Background: an optimization exercise with open tools, aiming at small area, a short achievable clock period and few clock cycles per item. Do not read the settings as production practice. In this exercise RTL edits were held to simulation tests only and were not proved equivalent to the original.

==> design.v <==
`default_nettype none
package cg_pkg;
	typedef logic signed [32-1:0] fix_t;
	typedef logic signed [63:0] acc_t;
	typedef struct packed {
		fix_t x;
		fix_t r;
		fix_t p;
		fix_t ap;
	} cg_elem_t;
	typedef struct packed {
		fix_t rr;
		fix_t pap;
	} cg_pair_t;
	typedef struct packed {
		fix_t x_new;
		fix_t r_new;
	} cg_out_t;
endpackage
`default_nettype wire
`default_nettype none
module cg_fifo
#(
	parameter int W = 128,
	parameter int DEPTH = (2 * 8)
)
(
	input wire clk,
	input wire reset,
	input wire push,
	input wire [W-1:0] push_data,
	input wire pop,
	output logic [W-1:0] pop_data,
	output logic empty,
	output logic [$clog2(DEPTH + 1)-1:0] free_count
);
	localparam int PW = (DEPTH > 1) ? $clog2(DEPTH) : 1;
	localparam int CW = $clog2(DEPTH + 1);
	logic [W-1:0] mem [DEPTH];
	logic [PW-1:0] wr_ptr;
	logic [PW-1:0] rd_ptr;
	logic [CW-1:0] count;
	logic do_push;
	logic do_pop;
	assign do_push = push && (count != CW'(DEPTH));
	assign do_pop = pop && (count != '0);
	assign pop_data = mem[rd_ptr];
	assign empty = (count == '0);
	assign free_count = CW'(DEPTH) - count;
	always_ff @(posedge clk)
	begin
		if (do_push)
			mem[wr_ptr] <= push_data;
	end
	always_ff @(posedge clk)
	begin
		if (reset)
		begin
			wr_ptr <= '0;
			rd_ptr <= '0;
			count <= '0;
		end
		else
		begin
			if (do_push)
				wr_ptr <= (wr_ptr == PW'(DEPTH - 1)) ? '0 : wr_ptr + 1'b1;
			if (do_pop)
				rd_ptr <= (rd_ptr == PW'(DEPTH - 1)) ? '0 : rd_ptr + 1'b1;
			if (do_push && !do_pop)
				count <= count + 1'b1;
			else if (do_pop && !do_push)
				count <= count - 1'b1;
		end
	end
endmodule
`default_nettype wire
`default_nettype none
module cg_dot_producer
(
	input wire clk,
	input wire reset,
	input wire in_valid,
	input wire cg_pkg::cg_elem_t in_elem,
	input wire [$clog2((2 * 8) + 1)-1:0] elem_free,
	output logic busy,
	output logic elem_push,
	output cg_pkg::cg_elem_t elem_data,
	output logic pair_push,
	output cg_pkg::cg_pair_t pair_data
);
	localparam int FW = $clog2((2 * 8) + 1);
	localparam int BW = $clog2(8);
	logic [BW-1:0] beat_cnt;
	logic last_beat;
	logic prod_valid;
	logic prod_first;
	logic prod_last;
	cg_pkg::acc_t prod_rr;
	cg_pkg::acc_t prod_pap;
	logic sum_last;
	cg_pkg::acc_t acc_rr;
	cg_pkg::acc_t acc_pap;
	cg_pkg::acc_t rr_shift;
	cg_pkg::acc_t pap_shift;
	assign last_beat = (beat_cnt == BW'(8 - 1));
	assign busy = (beat_cnt == '0) && (elem_free < FW'(8));
	assign elem_push = in_valid;
	assign elem_data = in_elem;
	always_ff @(posedge clk)
	begin
		if (reset)
		begin
			beat_cnt <= '0;
			prod_valid <= 1'b0;
			prod_first <= 1'b0;
			prod_last <= 1'b0;
			sum_last <= 1'b0;
		end
		else
		begin
			if (in_valid)
				beat_cnt <= last_beat ? '0 : beat_cnt + 1'b1;
			prod_valid <= in_valid;
			prod_first <= in_valid && (beat_cnt == '0);
			prod_last <= in_valid && last_beat;
			sum_last <= prod_valid && prod_last;
		end
	end
	always_ff @(posedge clk)
	begin
		if (in_valid)
		begin
			prod_rr <= cg_pkg::acc_t'(in_elem.r) * cg_pkg::acc_t'(in_elem.r);
			prod_pap <= cg_pkg::acc_t'(in_elem.p) * cg_pkg::acc_t'(in_elem.ap);
		end
	end
	always_ff @(posedge clk)
	begin
		if (prod_valid)
		begin
			if (prod_first)
			begin
				acc_rr <= prod_rr;
				acc_pap <= prod_pap;
			end
			else
			begin
				acc_rr <= acc_rr + prod_rr;
				acc_pap <= acc_pap + prod_pap;
			end
		end
	end
	assign rr_shift = acc_rr >>> 16;
	assign pap_shift = acc_pap >>> 16;
	assign pair_push = sum_last;
	assign pair_data.rr = rr_shift[32-1:0];
	assign pair_data.pap = pap_shift[32-1:0];
endmodule
`default_nettype wire
`default_nettype none
module cg_alpha_divider
(
	input wire clk,
	input wire reset,
	input wire start,
	input wire cg_pkg::acc_t dividend,
	input wire cg_pkg::fix_t divisor,
	output cg_pkg::fix_t quotient,
	output logic zero_div,
	output logic done
);
	localparam int QB = 32 + 16;
	localparam int CNTW = $clog2(QB + 1);
	logic running;
	logic [CNTW-1:0] step;
	logic negative;
	logic [QB-1:0] work;
	logic [32-1:0] rem;
	logic [32-1:0] mag_d;
	cg_pkg::acc_t abs_n;
	logic [32-1:0] abs_d;
	logic [32:0] trial;
	logic [32:0] diff;
	logic fits;
	logic [QB-1:0] q_signed;
	always_comb
	begin
		abs_n = dividend[63] ? -dividend : dividend;
		abs_d = divisor[32-1] ? -divisor : divisor;
		trial = {rem, work[QB-1]};
		diff = trial - {1'b0, mag_d};
		fits = (trial >= {1'b0, mag_d});
		q_signed = negative ? -work : work;
	end
	always_ff @(posedge clk)
	begin
		if (reset)
		begin
			running <= 1'b0;
			step <= '0;
			zero_div <= 1'b0;
			done <= 1'b0;
		end
		else
		begin
			done <= 1'b0;
			if (start)
			begin
				running <= 1'b1;
				step <= '0;
				zero_div <= (divisor == '0);
			end
			else if (running)
			begin
				if (step == CNTW'(QB))
				begin
					running <= 1'b0;
					done <= 1'b1;
				end
				else
					step <= step + 1'b1;
			end
		end
	end
	always_ff @(posedge clk)
	begin
		if (start)
		begin
			work <= abs_n[QB-1:0];
			rem <= '0;
			mag_d <= abs_d;
			negative <= dividend[63] ^ divisor[32-1];
		end
		else if (running)
		begin
			if (step == CNTW'(QB))
				quotient <= zero_div ? '0 : q_signed[32-1:0];
			else
			begin
				work <= {work[QB-2:0], fits};
				rem <= fits ? diff[32-1:0] : trial[32-1:0];
			end
		end
	end
endmodule
`default_nettype wire
`default_nettype none
module cg_update_consumer
(
	input wire clk,
	input wire reset,
	input wire pair_empty,
	output logic pair_pop,
	input wire cg_pkg::cg_pair_t pair_data,
	output logic elem_pop,
	input wire cg_pkg::cg_elem_t elem_data,
	output logic out_valid,
	output cg_pkg::cg_out_t out_elem,
	output logic out_last,
	output logic zero_div
);
	localparam int BW = $clog2(8);
	typedef enum logic [1:0] {
		ST_IDLE,
		ST_DIVIDE,
		ST_UPDATE
	} state_t;
	state_t state;
	logic [BW-1:0] beat_cnt;
	cg_pkg::fix_t alpha;
	cg_pkg::acc_t div_dividend;
	cg_pkg::fix_t div_quotient;
	logic div_zero;
	logic div_done;
	cg_pkg::acc_t prod_p;
	cg_pkg::acc_t prod_ap;
	cg_pkg::acc_t step_x;
	cg_pkg::acc_t step_r;
	assign pair_pop = (state == ST_IDLE) && !pair_empty;
	assign elem_pop = (state == ST_UPDATE);
	assign div_dividend = cg_pkg::acc_t'(pair_data.rr) <<< 16;
	cg_alpha_divider u_divider (
		.clk(clk),
		.reset(reset),
		.start(pair_pop),
		.dividend(div_dividend),
		.divisor(pair_data.pap),
		.quotient(div_quotient),
		.zero_div(div_zero),
		.done(div_done)
	);
	always_comb
	begin
		prod_p = cg_pkg::acc_t'(alpha) * cg_pkg::acc_t'(elem_data.p);
		prod_ap = cg_pkg::acc_t'(alpha) * cg_pkg::acc_t'(elem_data.ap);
		step_x = prod_p >>> 16;
		step_r = prod_ap >>> 16;
	end
	always_ff @(posedge clk)
	begin
		if (reset)
		begin
			state <= ST_IDLE;
			beat_cnt <= '0;
			out_valid <= 1'b0;
			out_last <= 1'b0;
			zero_div <= 1'b0;
		end
		else
		begin
			out_valid <= elem_pop;
			out_last <= elem_pop && (beat_cnt == BW'(8 - 1));
			zero_div <= elem_pop && div_zero;
			case (state)
				ST_IDLE:
					if (pair_pop)
						state <= ST_DIVIDE;
				ST_DIVIDE:
					if (div_done)
					begin
						state <= ST_UPDATE;
						beat_cnt <= '0;
					end
				ST_UPDATE:
				begin
					beat_cnt <= beat_cnt + 1'b1;
					if (beat_cnt == BW'(8 - 1))
						state <= ST_IDLE;
				end
				default:
					state <= ST_IDLE;
			endcase
		end
	end
	always_ff @(posedge clk)
	begin
		if (div_done)
			alpha <= div_quotient;
		if (elem_pop)
		begin
			out_elem.x_new <= elem_data.x + step_x[32-1:0];
			out_elem.r_new <= elem_data.r - step_r[32-1:0];
		end
	end
endmodule
`default_nettype wire
`default_nettype none
module cg_step_top
(
	input wire clk,
	input wire reset,
	input wire in_valid,
	input wire [127:0] in_elem,
	output logic busy,
	output logic out_valid,
	output logic [63:0] out_elem,
	output logic out_last,
	output logic zero_div
);
	logic elem_push;
	cg_pkg::cg_elem_t elem_wdata;
	logic elem_pop;
	cg_pkg::cg_elem_t elem_rdata;
	logic [$clog2((2 * 8) + 1)-1:0] elem_free;
	logic pair_push;
	cg_pkg::cg_pair_t pair_wdata;
	logic pair_pop;
	cg_pkg::cg_pair_t pair_rdata;
	logic pair_empty;
	cg_dot_producer u_producer (
		.clk(clk),
		.reset(reset),
		.in_valid(in_valid),
		.in_elem(in_elem),
		.elem_free(elem_free),
		.busy(busy),
		.elem_push(elem_push),
		.elem_data(elem_wdata),
		.pair_push(pair_push),
		.pair_data(pair_wdata)
	);
	cg_fifo #(
		.W(128),
		.DEPTH((2 * 8))
	) u_elem_fifo (
		.clk(clk),
		.reset(reset),
		.push(elem_push),
		.push_data(elem_wdata),
		.pop(elem_pop),
		.pop_data(elem_rdata),
		.empty(),
		.free_count(elem_free)
	);
	cg_fifo #(
		.W(64),
		.DEPTH(2)
	) u_pair_fifo (
		.clk(clk),
		.reset(reset),
		.push(pair_push),
		.push_data(pair_wdata),
		.pop(pair_pop),
		.pop_data(pair_rdata),
		.empty(pair_empty),
		.free_count()
	);
	cg_update_consumer u_consumer (
		.clk(clk),
		.reset(reset),
		.pair_empty(pair_empty),
		.pair_pop(pair_pop),
		.pair_data(pair_rdata),
		.elem_pop(elem_pop),
		.elem_data(elem_rdata),
		.out_valid(out_valid),
		.out_elem(out_elem),
		.out_last(out_last),
		.zero_div(zero_div)
	);
endmodule
`default_nettype wire
==> run.sh <==
#!/bin/bash
# synth_recipe.tcl (not shown) runs the flow's synth.tcl, then flattens the netlist and writes it again
# the make line also repeats each setting of config.mk as NAME=value (left out here)
make -C /OpenROAD-flow-scripts/flow DESIGN_CONFIG=/design/flow/config.mk WORK_HOME=/design/flow/orfs CLKGATE_MAP_FILE= SYNTH_SCRIPT=/design/flow/synth_recipe.tcl finish
==> config.mk <==
export PLATFORM = sky130hd
export DESIGN_NAME = cg_step_top
export DESIGN_NICKNAME = cg_step_top
export VERILOG_FILES = /design/flow/design.v
export SDC_FILE = /design/flow/constraint.sdc
export NUM_CORES = 4
export LEC_CHECK = 0
export CAP_MARGIN = 20
export CORE_MARGIN = 2
export CORE_UTILIZATION = 40
export SLEW_MARGIN = 20
==> constraint.sdc <==
create_clock -name core_clock -period 12.0 [get_ports {clk}]
set_input_delay 2.4000 -clock core_clock [delete_from_list [all_inputs] [get_ports {clk}]]
set_output_delay 2.4000 -clock core_clock [all_outputs]
set_load 0.01 [all_outputs]
==> flow_metrics.tcl <==
set metrics [dict create \
    outcome "complete, no violations" \
    place_congestion 0.924 \
    cts.sinks 2654 \
    h-tree-depth 5 \
    grt_overflow_total 0 \
    synth_common_cells "inv_1, fa_1, edfxtp_1" \
    track_usage 0.213 \
    tritoncts "built" \
    crit_top_cell "fa_1" \
    antenna_left 0 \
    cts_buffers 294 \
    wl_um 598000 \
    first_iter_violations 10862 \
    insertion_delay_ns 0.94 \
    rsz0062_at_grt "true" \
    synth_nets 22319 \
    relSlewSlack 0.196 \
    dieArea_sq_um 557000 \
    worstHoldStart "u_consumer.u_divider.quotient[22]$_SDFFCE_PP0P_" \
    fin_skew_ns 0.0658 \
    max_freq_mhz 86.7 \
    syn_inst 18026 \
    core_sq_um 549000 \
    required_ns 12.67 \
    crit_path_end_kind "flip-flop" \
    hold_violations 0 \
    grt_pass1_wl_um 902000 \
    grt_max_degree 89 \
    worstPathArrival_ns 12.21 \
    num_rows 272 \
    synth-async-reset-ratio 0 \
    fin_crit_ns 11.54 \
    initial_core_util 0.402 \
    synth_top_area_frac 0.351 \
    dr.pass1.iters 7 \
    drc_errors 0 \
    clk_pin_slew_ns 0.07 \
    yosysMostFrequentCell "inv_1" \
    finish.instance_area_sq_um 243000 \
    yosysTopAreaCell "edfxtp_1" \
    hold_ws_ns 0.416 \
    slowest_delay_ns 0.78 \
    ys.flop_type "edfxtp_1" \
    synth_seq_area_share 0.358 \
    cts_buffer_depth 4 \
    synth_edf_count 2576 \
    synth.area.top_cells "edfxtp_1, fa_1, inv_1" \
    antenna_found_initial 49 \
    slew_viol_final 0 \
    synth_seq_cells 2654 \
    wl_per_cell_um 23.2 \
    die_width_um 747 \
    critPathMaxFanout 20 \
    root_buffer "clkbuf_16" \
    die_h_um 747 \
    num_vias 133857 \
    synth_warnings 5 \
    dpl.hpwl_um 433000 \
    postSynthAreaPerCell_sq_um 12.2 \
    fin_crit_sh 0.962 \
    grt_pass1_vias 143858 \
    io_pins 199 \
    worst-setup-path-type "reg2reg" \
    final_layout_size_suffix_gt1_frac 0.0963 \
    maxCapViolCount 0 \
    critPathSlowestCell "mux4_2" \
    area_growth_pct 10.1 \
    yosysUniqueCellTypes 104 \
    min_path_type "reg2reg" \
    syn_area_sq_um 221000 \
    vias_per_cell 5.20 \
    worstMarginPinSlew_ns 1.21 \
    nets 22501 \
    portBuffers 198 \
    dpl_cell_area_sq_um 232000 \
    critPathLaunchType "flip-flop" \
    setup_viol 0 \
]
==> registers in the layout (all words and copies together), names as in the netlist, 6 cells and up, named ones only <==
signal                         count
u_elem_fifo.mem                 2048
u_pair_fifo.mem                  128
u_consumer.out_elem               64
u_consumer.u_divider.work         48
u_producer.acc_pap                48
u_producer.acc_rr                 48
u_producer.prod_pap               48
u_producer.prod_rr                47
u_consumer.alpha                  32
u_consumer.u_divider.mag_d        32
u_consumer.u_divider.quotient     32
u_consumer.u_divider.rem          32
u_consumer.u_divider.step          6
==> cell type report <==
cell class,instances,area [sq um]
clock buffers,350,7610
inverters,3717,14000
well taps,7261,9080
repair buffers,720,6350
diodes,31,77.6
multi-input cells,10821,125000
fillers,50098,306000
flip-flops and latches,2654,78900
clock inverters,185,2040
==> per-stage QoR <==
| stage | cells | setup TNS (ns) | setup slack [ns] | utilization |
|---|---|---|---|---|
| floorplan | 18026 | 0 | 0.00482 | - |
| global placement | 25101 | 0 | 0.0239 | 0.423 |
| detailed placement | 25102 | 0 | 0.120 | 0.423 |
| CTS | 25637 | 0 | 0.0885 | 0.440 |
| global route | 25729 | -0.145 | -0.0864 | 0.442 |
| finish | 25739 | 0 | 0.462 | 0.443 |
==> final timing paths <==
path	to	slack [ns]	cells after the start
worst max-delay path	u_consumer.out_elem[29]$_DFFE_PP_	0.46	40
worst min-delay path	u_consumer.alpha[22]$_DFFE_PP_	0.42	0
worst max register to register	u_consumer.out_elem[29]$_DFFE_PP_	0.46	40
worst min register to register	u_consumer.alpha[22]$_DFFE_PP_	0.42	0
==> critical path, delay by kind of cell (launching register included) <==
kind	cells	cell delay, ns
AO/OA/AOI/OAI	10	1.92
XOR/XNOR	2	0.37
adder cells (fa/ha/maj)	10	4.61
buffers and inverters	11	1.50
flip-flops	1	0.41
multiplexers	2	1.41
AND/OR/NAND/NOR	5	0.94
==> layer usage <==
metal / up-vias / routed length (um) / track usage
met5: - / 123 / 0
met4: 20 / 17300 / 0.0550
met3: 774 / 43000 / 0.0312
met2: 4527 / 286000 / 0.353
met1: 70731 / 251000 / 0.295
li1: 57805 / - / -
==> cell families (layout without fill, tap and decap cells) <==
kind of cell | count (synthesis) | after routing | synth area share
DFF | 2654 | 2654 | 0.358
muxes | 724 | 735 | 0.0678
xor gates and xnor gates | 558 | 558 | 0.0223
AOI/OAI and AO/OA | 1146 | 1146 | 0.0330
buffers and inverters | 4562 | 4972 | 0.0791
other | 0 | 31 | 0
adders and majority gates | 4162 | 4162 | 0.348
and+or+nand+nor | 4220 | 4220 | 0.0918
==> repair_timing <==
item                       in CTS  in global routing
setup buffers                   0                 56
setup endpoints to repair       0                 10
hold buffers                    0                  0
resized for setup               0                 45
==> placed cells by master (no fill, tap or decap), drive strengths merged, types with 17 or more instances in the layout <==
cell type	Yosys	routed
nand2	2068	2068
and2	1353	1353
o31ai	33	33
xnor2	374	374
a31oi	39	39
xor2	183	183
clkbuf	699	354
or2	17	17
inv	3715	3733
dfxtp	78	78
buf	146	600
clkinvlp	0	17
nor3	82	82
o211ai	19	19
clkinv	2	124
a21oi	313	313
nand3	56	56
ha	867	867
o21a	54	54
edfxtp	2576	2576
nand4	42	42
o21bai	41	41
a21boi	18	18
a21o	164	164
mux2i	95	95
and3	36	36
nor2	350	350
mux4	614	625
nor2b	68	68
clkdlybuf4s50	0	116
o21ai	297	297
a211oi	39	39
bufinv	0	28
or3	26	26
nand2b	74	74
fa	3295	3295
diode	0	31
Testbench counts, summed over its fixed seeds: cycles 7,632, items 128.

what the ideal ports hide:
Ports are ideal in the flow. The routed layout listed here was re-timed in OpenROAD. Step 1 (the two cells are an assumption about what drives the block):
set clk [get_ports {clk}]
set_driving_cell -lib_cell sky130_fd_sc_hd__clkbuf_16 $clk
set_driving_cell -lib_cell sky130_fd_sc_hd__buf_2 [delete_from_list [all_inputs] $clk]
Step 2, shift: input delay + t, output delay - t, t = (earliest + latest rising clock arrival at the registers) / 2. This alone moves slack from input paths to output paths. Three values: no drivers, after step 1, after step 2; two values: the first two.
t (ns): 1.036
slack for setup (ns): 0.462 / 0.462 / 0.462
hold slack, ns: 0.416 / 0.416 / 0.416
worst data-port slew with drivers (ns): 0.53
After both steps this run still meets setup and hold. The setup slack of this run moves by 0.000 ns with the drivers and by 0.000 ns with both steps.
